Context: an optimization exercise on an open-source flow, tuned for small area, a short achievable clock period and few clock cycles per item. The choices shown serve that exercise and are no tape-out recipe.
In this exercise RTL edits were held to simulation tests only and were not proved equivalent to the original.
No activity file was given, so power comes from the tool's default toggle rates.

== the previous run ==
## kmeans_top
module kmeans_top #(
    parameter int num_pixels = 100,
    parameter int iterations = 3
) (
    input  logic                clk,
    input  logic                reset,
    input  logic                start,
    output logic [16-1:0]   pixel_addr,
    input  logic signed [16-1:0] a_data,
    input  logic                cluster_id_rdata,
    input  logic                rgb_dark,
    output logic                cluster_id_we,
    output logic                cluster_id_wdata,
    output logic                lab_clear,
    output logic                done_kmeans,
    output logic                done_cluster
);
    localparam int SW = 16;    
    localparam int AW = 7;               
    localparam int QW = 16;              
    localparam int RW = 7;               
    localparam int TW = RW + QW;         
    localparam logic [1:0] M_IDLE = 2'd0;
    localparam logic [1:0] M_RD   = 2'd1;    
    localparam logic [1:0] M_DV   = 2'd2;    
    localparam logic [1:0] M_IL   = 2'd3;    
    localparam logic [AW-1:0] LAST   = AW'(num_pixels - 1);
    localparam logic [AW-1:0] DV_JMP = AW'(128 - QW - 4);
    localparam logic [QW-1:0] C0U = QW'(0 + 32768);
    localparam logic [QW-1:0] C1U = QW'(5 + 32768);
    logic [1:0]    mode;
    logic          pass2;
    logic [AW-1:0] addr;
    logic          ph;       
    logic          ilf;      
    logic          dv, dvf;  
    logic          lv, lvf;  
    logic [SW-1:0] u_q;
    logic          lab_q, labn_q, sn_q, id_q, dark_q;
    logic [QW-1:0] lo0, lo1;
  ...
Size in the first run: about 1,300 cells after synthesis, about 130 flip-flops, ~42 I/O pins, about 9100 um2 of cells after synthesis.
==> flow/config.mk <==
export PLATFORM = sky130hd
export DESIGN_NAME = kmeans_top
export DESIGN_NICKNAME = kmeans_top
export VERILOG_FILES = /design/flow/design.v
export SDC_FILE = /design/flow/constraint.sdc
export NUM_CORES = 4
export LEC_CHECK = 0
export ABC_AREA = 1
export CAP_MARGIN = 20
export CORE_MARGIN = 2
export CORE_UTILIZATION = 40
export CTS_BUF_LIST = sky130_fd_sc_hd__clkbuf_8
export SETUP_SLACK_MARGIN = 3.45
export SLEW_MARGIN = 20
==> flow/constraint.sdc <==
create_clock -name core_clock -period 5.5 [get_ports {clk}]
set_input_delay 1.1000 -clock core_clock [delete_from_list [all_inputs] [get_ports {clk}]]
set_output_delay 1.1000 -clock core_clock [all_outputs]
set_load 0.01 [all_outputs]
standard.sh (not shown) runs the stock make flow with config.mk's settings and CLKGATE_MAP_FILE= SYNTH_SCRIPT=/design/flow/synth_recipe.tcl, a recipe that flattens the netlist after the stock synthesis.
==> flow/flow/run.sh <==
#!/bin/bash
set -euo pipefail
bash standard.sh finish "BUFFER_PORTS_ARGS=-buffer_cell sky130_fd_sc_hd__buf_4" \
    > standard_flow.log 2>&1
The previous run was carried through to the last stage, and its layout satisfied the timing, design-rule and antenna checks.
Testbench counts of the previous run, summed over its fixed seeds: cycles 30,824, jobs 48.
Changes in the current run relative to the previous run:
Settings: swapping 3.45 for 3.4 in SETUP_SLACK_MARGIN; putting PLACE_DENSITY at 0.55 where nothing was set.
### Flow results
Diff the previous run -> the current run | non-clock buffer total of the final layout | down by a few percent. Part of the power in the clock network: the current run vs the previous run down 1.0 points. [compare] base=the previous run new=the current run: wire length of the first global-routing pass went up 0.31%, worst path arrival time went up 30 ps, count of clock-buffer cells in the layout went up 4, maximum net fanout on the critical path held. The previous run consumes more power than the current run. In the current run, the routed metal-1 wirelength came out 430 um above the value in the previous run. Delta (the current run minus the previous run): power consumed by the clock network now sits lower, minimum setup slack among reg-to-reg paths now sits lower.

---

Another version of the RTL of kmeans_top (not shown whole).
Size: ~42 I/O pins, about 9300 um^2 of cells after synthesis.
Design kmeans_top, start of the top module:
module kmeans_top #(
    parameter int num_pixels = 100,
    parameter int iterations = 3
) (
    input  logic                clk,
    input  logic                reset,
    input  logic                start,
    output logic [16-1:0]   pixel_addr,
    input  logic signed [16-1:0] a_data,
    input  logic                cluster_id_rdata,
    input  logic                rgb_dark,
    output logic                cluster_id_we,
    output logic                cluster_id_wdata,
    output logic                lab_clear,
    output logic                done_kmeans,
    output logic                done_cluster
);
clock: 5.5 ns
lec_check: 0
abc_area: 1
cap_margin: 20
core_margin: 2
core_utilization: 40
cts_buf_list: sky130_fd_sc_hd__clkbuf_4 sky130_fd_sc_hd__clkbuf_8
cts_cluster_diameter: 100
cts_cluster_size: 20
setup_slack_margin: 3.0
slew_margin: 20
run.sh (not shown) runs the stock make flow with config.mk's settings and CLKGATE_MAP_FILE= SYNTH_SCRIPT=/design/flow/synth_recipe.tcl, a recipe that flattens the netlist after the stock synthesis.
Stock flow here: none of the scripts above is used.
Testbench counts at the start, summed over its fixed seeds: cycles 30,728, jobs 48.
Then changed:
==> flow/flow/run.sh (new file) <==
#!/bin/bash
set -euo pipefail
bash standard.sh finish "BUFFER_PORTS_ARGS=-buffer_cell sky130_fd_sc_hd__buf_4" \
    > standard_flow.log 2>&1
==> flow/standard.sh (new file) <==
#!/bin/bash
# synth_recipe.tcl (not shown) runs the flow's synth.tcl, then flattens the netlist and writes it again
# the make line also repeats each setting of config.mk as NAME=value (left out here)
make -C /OpenROAD-flow-scripts/flow DESIGN_CONFIG=/design/flow/config.mk WORK_HOME=/design/flow/orfs CLKGATE_MAP_FILE= SYNTH_SCRIPT=/design/flow/synth_recipe.tcl "${@:-finish}"
--- a/flow/config.mk
+++ b/flow/config.mk
@@ -12,3 +12,2 @@
-export CTS_BUF_LIST = sky130_fd_sc_hd__clkbuf_4 sky130_fd_sc_hd__clkbuf_8
-export CTS_CLUSTER_DIAMETER = 100
-export CTS_CLUSTER_SIZE = 20
+export CTS_BUF_LIST = sky130_fd_sc_hd__clkbuf_8
+export CTS_CLUSTER_SIZE = 30
removed: flow/run.sh
Result: The new run went through all stages and came out clean; utilization drops by 1.2 points; power drops slightly; final area drops by a few percent; combinational power hardly moves; setup slack improved by 0.028 ns; global-route usage drops by 0.64 points; routed wire length drops by a few percent; hold slack got worse by 0.0042 ns; fmax climbs slightly.

---

The RTL this note starts from:
==> flow/design.v <==
`timescale 1ns/1ps
module kmeans_top #(
    parameter int num_pixels = 100,
    parameter int iterations = 3
) (
    input  logic                clk,
    input  logic                reset,
    input  logic                start,
    output logic [16-1:0]   pixel_addr,
    input  logic signed [16-1:0] a_data,
    input  logic                cluster_id_rdata,
    input  logic                rgb_dark,
    output logic                cluster_id_we,
    output logic                cluster_id_wdata,
    output logic                lab_clear,
    output logic                done_kmeans,
    output logic                done_cluster
);
    localparam int SW = 16;    
    localparam int AW = 7;               
    localparam int QW = 16;              
    localparam int RW = 7;               
    localparam int TW = RW + QW;         
    localparam logic [1:0] M_IDLE = 2'd0;
    localparam logic [1:0] M_RD   = 2'd1;    
    localparam logic [1:0] M_DV   = 2'd2;    
    localparam logic [1:0] M_IL   = 2'd3;    
    localparam logic [AW-1:0] LAST   = AW'(num_pixels - 1);
    localparam logic [AW-1:0] DV_JMP = AW'(128 - QW - 4);
    localparam logic [QW-1:0] C0U = QW'(0 + 32768);
    localparam logic [QW-1:0] C1U = QW'(5 + 32768);
    logic [1:0]    mode;
    logic          pass2;
    logic [AW-1:0] addr;
    logic          ph;       
    logic          ilf;      
    logic          dv, dvf;  
    logic          lv, lvf;  
    logic [SW-1:0] u_q;
    logic          lab_q, labn_q, sn_q, id_q, dark_q;
    logic [QW-1:0] lo0, lo1;
    logic [RW-1:0] hi0, hi1;
    logic          c0, c1;
    logic [TW-1:0] acc0, acc1;
    assign acc0 = {hi0 + RW'(c0), lo0};
    assign acc1 = {hi1 + RW'(c1), lo1};
    logic [AW-1:0] n0, n1;
    logic [QW+1:0] v;
    logic          fin1_q;   
    logic          fin_q;    
    logic          divstep;  
    logic          we_q, wd_q, lc_q, dk_q, dc_q;
    assign pixel_addr       = {{(16-AW){1'b0}}, addr};
    assign cluster_id_we    = we_q;
    assign cluster_id_wdata = wd_q;
    assign lab_clear        = lc_q;
    assign done_kmeans      = dk_q;
    assign done_cluster     = dc_q;
    logic [SW-1:0] u_in;
    logic          sel;
    assign u_in = {~a_data[SW-1], a_data[SW-2:0]};
    assign sel  = (n1 > n0);
    logic idle, vclr;
    assign idle    = (mode == M_IDLE);
    assign vclr    = divstep && (&addr[3:0]);
    function automatic logic [TW-1:0] dstep(
        input logic [TW-1:0] s,
        input logic [AW-1:0] den
    );
        logic [RW:0]   r2;
        logic [RW+1:0] t;
        r2 = s[TW-1:QW-1];
        t  = {1'b0, r2} - {2'b00, den};
        if (!t[RW+1])
            dstep = {t[RW-1:0], s[QW-2:0], 1'b1};
        else
            dstep = {r2[RW-1:0], s[QW-2:0], 1'b0};
    endfunction
    logic [TW-1:0] ds0, ds1;
    assign ds0 = dstep({hi0, lo0}, n0);
    assign ds1 = dstep({hi1, lo1}, n1);
    function automatic logic [QW-1:0] due_bits(input logic [QW-1:0] c);
        for (int i = 0; i < QW; i++)
            due_bits[i] = c[(QW + 14 - i) % QW];
    endfunction
    localparam logic [QW-1:0] C0D = due_bits(C0U);
    localparam logic [QW-1:0] C1D = due_bits(C1U);
    logic       b0, b1, bq0, bq1;
    assign b0 = (n0 == '0) ? C0D[addr[3:0]] : ds0[0];
    assign b1 = (n1 == '0) ? C1D[addr[3:0]] : ds1[0];
    logic kq0, kq1;
    logic x0, x1, x2;
    assign x0 = !fin_q & (bq0 ^ bq1);
    assign x1 = fin_q ? (kq0 ^ kq1) : (bq0 & bq1);
    assign x2 = fin_q & kq0 & kq1;
    logic [QW:0] vt, vinc, vpre;
    logic        vc1;
    assign vt = v[QW:0];
    assign vc1 = (vt[0] & x1) | x2;
    assign vpre[0] = 1'b0;
    assign vpre[1] = vc1;
    for (genvar i = 2; i <= QW; i++)
    begin : g_vpre
        assign vpre[i] = vc1 & (&vt[i-1:1]);
    end
    assign vinc = {vt[QW:1] ^ vpre[QW:1], vt[0] ^ x1};
    logic [QW:0] acc_sum0, acc_sum1;
    assign acc_sum0 = {1'b0, lo0} + {1'b0, u_q};
    assign acc_sum1 = {1'b0, lo1} + {1'b0, u_q};
    always_ff @(posedge clk)
    begin
        u_q    <= u_in;
        lab_q  <= (u_in > v[QW+1:2]);
        labn_q <= !(u_in > v[QW+1:2]);
        sn_q   <= (a_data < (-10));
        id_q   <= cluster_id_rdata;
        dark_q <= rgb_dark;
    end
    always_ff @(posedge clk)
    begin
        if (idle || fin_q)
        begin
            {hi0, c0, lo0} <= '0;
            {hi1, c1, lo1} <= '0;
            n0   <= '0;
            n1   <= '0;
        end
        else if (divstep)
        begin
            {hi0, lo0} <= ds0;
            {hi1, lo1} <= ds1;
            c0 <= 1'b0;
            c1 <= 1'b0;
        end
        else
        begin
            hi0 <= acc0[TW-1:QW];
            hi1 <= acc1[TW-1:QW];
            c0  <= 1'b0;
            c1  <= 1'b0;
        end
        if (lv && !lvf)
        begin
            if (lab_q)
                {c1, lo1} <= acc_sum1;
            else
                {c0, lo0} <= acc_sum0;
            if (mode != M_IL || sn_q)
            begin
                if (labn_q)
                    n0 <= n0 + 1'b1;
                else
                    n1 <= n1 + 1'b1;
            end
        end
        if (divstep)
        begin
            bq0 <= b0;
            bq1 <= b1;
        end
        if (fin1_q)
        begin
            kq0 <= (n0 != '0) && !lo0[QW-1] && (|hi0);
            kq1 <= (n1 != '0) && !lo1[QW-1] && (|hi1);
        end
        if (idle)
            v <= {({1'b0, C0U} + {1'b0, C1U}), 1'b0};
        else if (vclr)
            v <= '0;
        else if (divstep || fin1_q || fin_q)
            v <= {vinc, x0};
    end
    always_ff @(posedge clk)
    begin
        if (reset)
        begin
            mode  <= M_IDLE;
            pass2 <= 1'b0;
            addr  <= '0;
            ph    <= 1'b0;
            ilf   <= 1'b0;
            dv    <= 1'b0;
            dvf   <= 1'b0;
            lv    <= 1'b0;
            lvf   <= 1'b0;
            fin1_q <= 1'b0;
            fin_q <= 1'b0;
            divstep <= 1'b0;
            we_q  <= 1'b0;
            wd_q  <= 1'b0;
            lc_q  <= 1'b0;
            dk_q  <= 1'b0;
            dc_q  <= 1'b0;
        end
        else
        begin
            lv    <= dv;
            lvf   <= dvf;
            dv    <= 1'b0;
            dvf   <= 1'b0;
            fin1_q <= 1'b0;
            fin_q <= fin1_q;
            divstep <= 1'b0;
            we_q  <= 1'b0;
            lc_q  <= 1'b0;
            case (mode)
                M_IDLE:
                    if (start)
                    begin
                        dv    <= 1'b1;
                        addr  <= addr + 1'b1;
                        mode  <= M_RD;
                        pass2 <= 1'b0;
                        dk_q  <= 1'b0;
                        dc_q  <= 1'b0;
                    end
                M_RD:
                begin
                    dv <= 1'b1;
                    if (addr == LAST)
                    begin
                        addr <= DV_JMP;
                        mode <= M_DV;
                    end
                    else
                        addr <= addr + 1'b1;
                end
                M_DV:
                begin
                    addr    <= addr + 1'b1;
                    divstep <= (addr >= DV_JMP + 2'd2) && (addr <= 7'd125);
                    fin1_q  <= (addr == 7'd126);
                    if (&addr)
                    begin
                        pass2 <= 1'b1;
                        ph    <= 1'b0;
                        ilf   <= 1'b0;
                        mode  <= pass2 ? M_IL : M_RD;
                    end
                end
                default:  
                begin
                    ph <= ~ph;
                    if (!ph)
                    begin
                        dv   <= (addr <= LAST);
                        dvf  <= ilf;
                        addr <= (addr == '0) ? LAST : addr - 1'b1;
                        if (lv)
                        begin
                            we_q <= 1'b1;
                            if (lvf)
                            begin
                                wd_q <= ~(id_q ^ sel);
                                lc_q <= (id_q ^ sel) | dark_q;
                                dk_q <= 1'b1;
                            end
                            else
                                wd_q <= !labn_q;
                        end
                    end
                    else
                    begin
                        if (addr == LAST)
                        begin
                            if (dk_q)
                            begin
                                addr <= '0;
                                dc_q <= 1'b1;
                                mode <= M_IDLE;
                            end
                            else
                                addr <= AW'(1);
                        end
                        else if (!ilf && addr == LAST - 1'b1)
                        begin
                            addr <= '0;
                            ilf  <= 1'b1;
                        end
                        else
                            addr <= addr + 2'd2;
                    end
                end
            endcase
        end
    end
endmodule
clock: 5.5 ns
lec_check: 0
abc_area: 1
cap_margin: 20
core_margin: 2
core_utilization: 40
cts_buf_list: sky130_fd_sc_hd__clkbuf_8
setup_slack_margin: 3.35
slew_margin: 20
standard.sh (not shown) runs the stock make flow with config.mk's settings and CLKGATE_MAP_FILE= SYNTH_SCRIPT=/design/flow/synth_recipe.tcl, a recipe that flattens the netlist after the stock synthesis.
==> flow/flow/run.sh <==
#!/bin/bash
set -euo pipefail
bash standard.sh finish "BUFFER_PORTS_ARGS=-buffer_cell sky130_fd_sc_hd__buf_4" \
    > standard_flow.log 2>&1
The baseline passed the timing, design-rule and antenna checks.
Testbench counts at the start, summed over its fixed seeds: cycles 30,824, jobs 48.
==> next run, changes <==
--- a/flow/config.mk
+++ b/flow/config.mk
@@ -12,3 +12,3 @@
 export CTS_BUF_LIST = sky130_fd_sc_hd__clkbuf_8
-export SETUP_SLACK_MARGIN = 3.35
+export SETUP_SLACK_MARGIN = 3.4
 export SLEW_MARGIN = 20
Critical path depth stays the same.
Worst setup slack gets better by 0.048 ns.
Synthesized area does not change.
Power came out higher by 0.76%.
Synthesized cell count is unchanged.
Routed wire length came out higher by 0.59%.
Maximum frequency came out higher by 2.3%.
Design area came out higher by 0.57%.
==> next run, changes <==
--- a/flow/config.mk
+++ b/flow/config.mk
@@ -12,2 +12,3 @@
 export CTS_BUF_LIST = sky130_fd_sc_hd__clkbuf_8
+export PLACE_DENSITY = 0.7
 export SETUP_SLACK_MARGIN = 3.4
The new run completed with no timing, DRC or antenna violations.
Combinational power stays flat.
Global-route usage falls by 0.17 points.
Count of clock-buffer cells in the layout does not change.
Setup slack got worse by 0.014 ns.
Clock power decreases by about 0.9%.
Area after synthesis is unchanged.
Utilization increases by 0.16 points.
==> next run, changes <==
--- a/flow/config.mk
+++ b/flow/config.mk
@@ -10,5 +10,4 @@
 export CORE_MARGIN = 2
-export CORE_UTILIZATION = 40
+export CORE_UTILIZATION = 50
 export CTS_BUF_LIST = sky130_fd_sc_hd__clkbuf_8
-export PLACE_DENSITY = 0.7
 export SETUP_SLACK_MARGIN = 3.4
The changed run completed without violations.
Worst setup slack gets better by 0.0076 ns.
Clock-buffer cell count goes down by 1.
Wire length climbs by 0.46%.
Hold slack stays flat.
==> next run, changes <==
--- a/flow/config.mk
+++ b/flow/config.mk
@@ -10,4 +10,3 @@
 export CORE_MARGIN = 2
-export CORE_UTILIZATION = 50
-export CTS_BUF_LIST = sky130_fd_sc_hd__clkbuf_8
+export CORE_UTILIZATION = 40
 export SETUP_SLACK_MARGIN = 3.4
What happened: Critical path depth is unchanged; sequential cell count stays the same; wire length grows slightly; via count shrinks slightly; clock-buffer cell count went up by 1.
==> next run, changes <==
--- a/flow/config.mk
+++ b/flow/config.mk
@@ -11,3 +11,4 @@
 export CORE_UTILIZATION = 40
-export SETUP_SLACK_MARGIN = 3.4
+export CTS_BUF_LIST = sky130_fd_sc_hd__clkbuf_8
+export SETUP_SLACK_MARGIN = 3.3
 export SLEW_MARGIN = 20
Outcome: Non-clock buffer count drops by 6; die area is unchanged; utilization drops by 1.3 points; sequential cell count does not change; cell area drops by 2.7%; power drops by 9.5%; clock-buffer cell count stays the same; clock skew climbs by 0.0035 ns; wire length drops by 1.3%; register-to-register slack loses 0.12 ns.

## afterwards: timing with drivers on the ports
In the flow no input, the clock included, has a driving cell. The finished layouts below were timed again as built, in two steps. Step 1 sets driving cells, clkbuf_16 on the clock port and buf_2 on the other inputs (assumed; they add their load-dependent delay and slew). Step 2, shift: input delay + t, output delay - t, t = (earliest + latest rising clock arrival at the registers) / 2. This alone moves slack from input paths to output paths. Slacks: no drivers / after step 1 / after step 2; pairs: no drivers / after step 1.
run | t (ns) | slack for setup (ns) | latest minus earliest clock arrival (ns)
the previous run | 0.485 | 3.465 / 3.423 / 3.190 | 0.015 / 0.015
the current run | 0.493 | 3.436 / 3.393 / 3.141 | 0.014 / 0.015
the first run of note 2 | 0.497 | 3.102 / 3.057 / 2.687 | 0.018 / 0.018
the second run of note 2 | 0.482 | 3.130 / 3.090 / 3.126 | 0.012 / 0.011
the first run of note 3 | 0.484 | 3.399 / 3.360 / 3.153 | 0.018 / 0.018
the second run of note 3 | 0.477 | 3.447 / 3.408 / 3.145 | 0.018 / 0.017
the third run of note 3 | 0.497 | 3.433 / 3.392 / 3.146 | 0.016 / 0.016
the fourth run of note 3 | 0.485 | 3.440 / 3.399 / 3.173 | 0.016 / 0.016
the fifth run of note 3 | 0.459 | 3.444 / 3.400 / 3.147 | 0.011 / 0.011
the sixth run of note 3 | 0.480 | 3.358 / 3.319 / 3.115 | 0.016 / 0.016
After both steps every run listed still meets setup and hold. The setup slack of the first run of note 2, which loses most, moves by -0.045 ns with the drivers and by -0.415 ns with both steps.
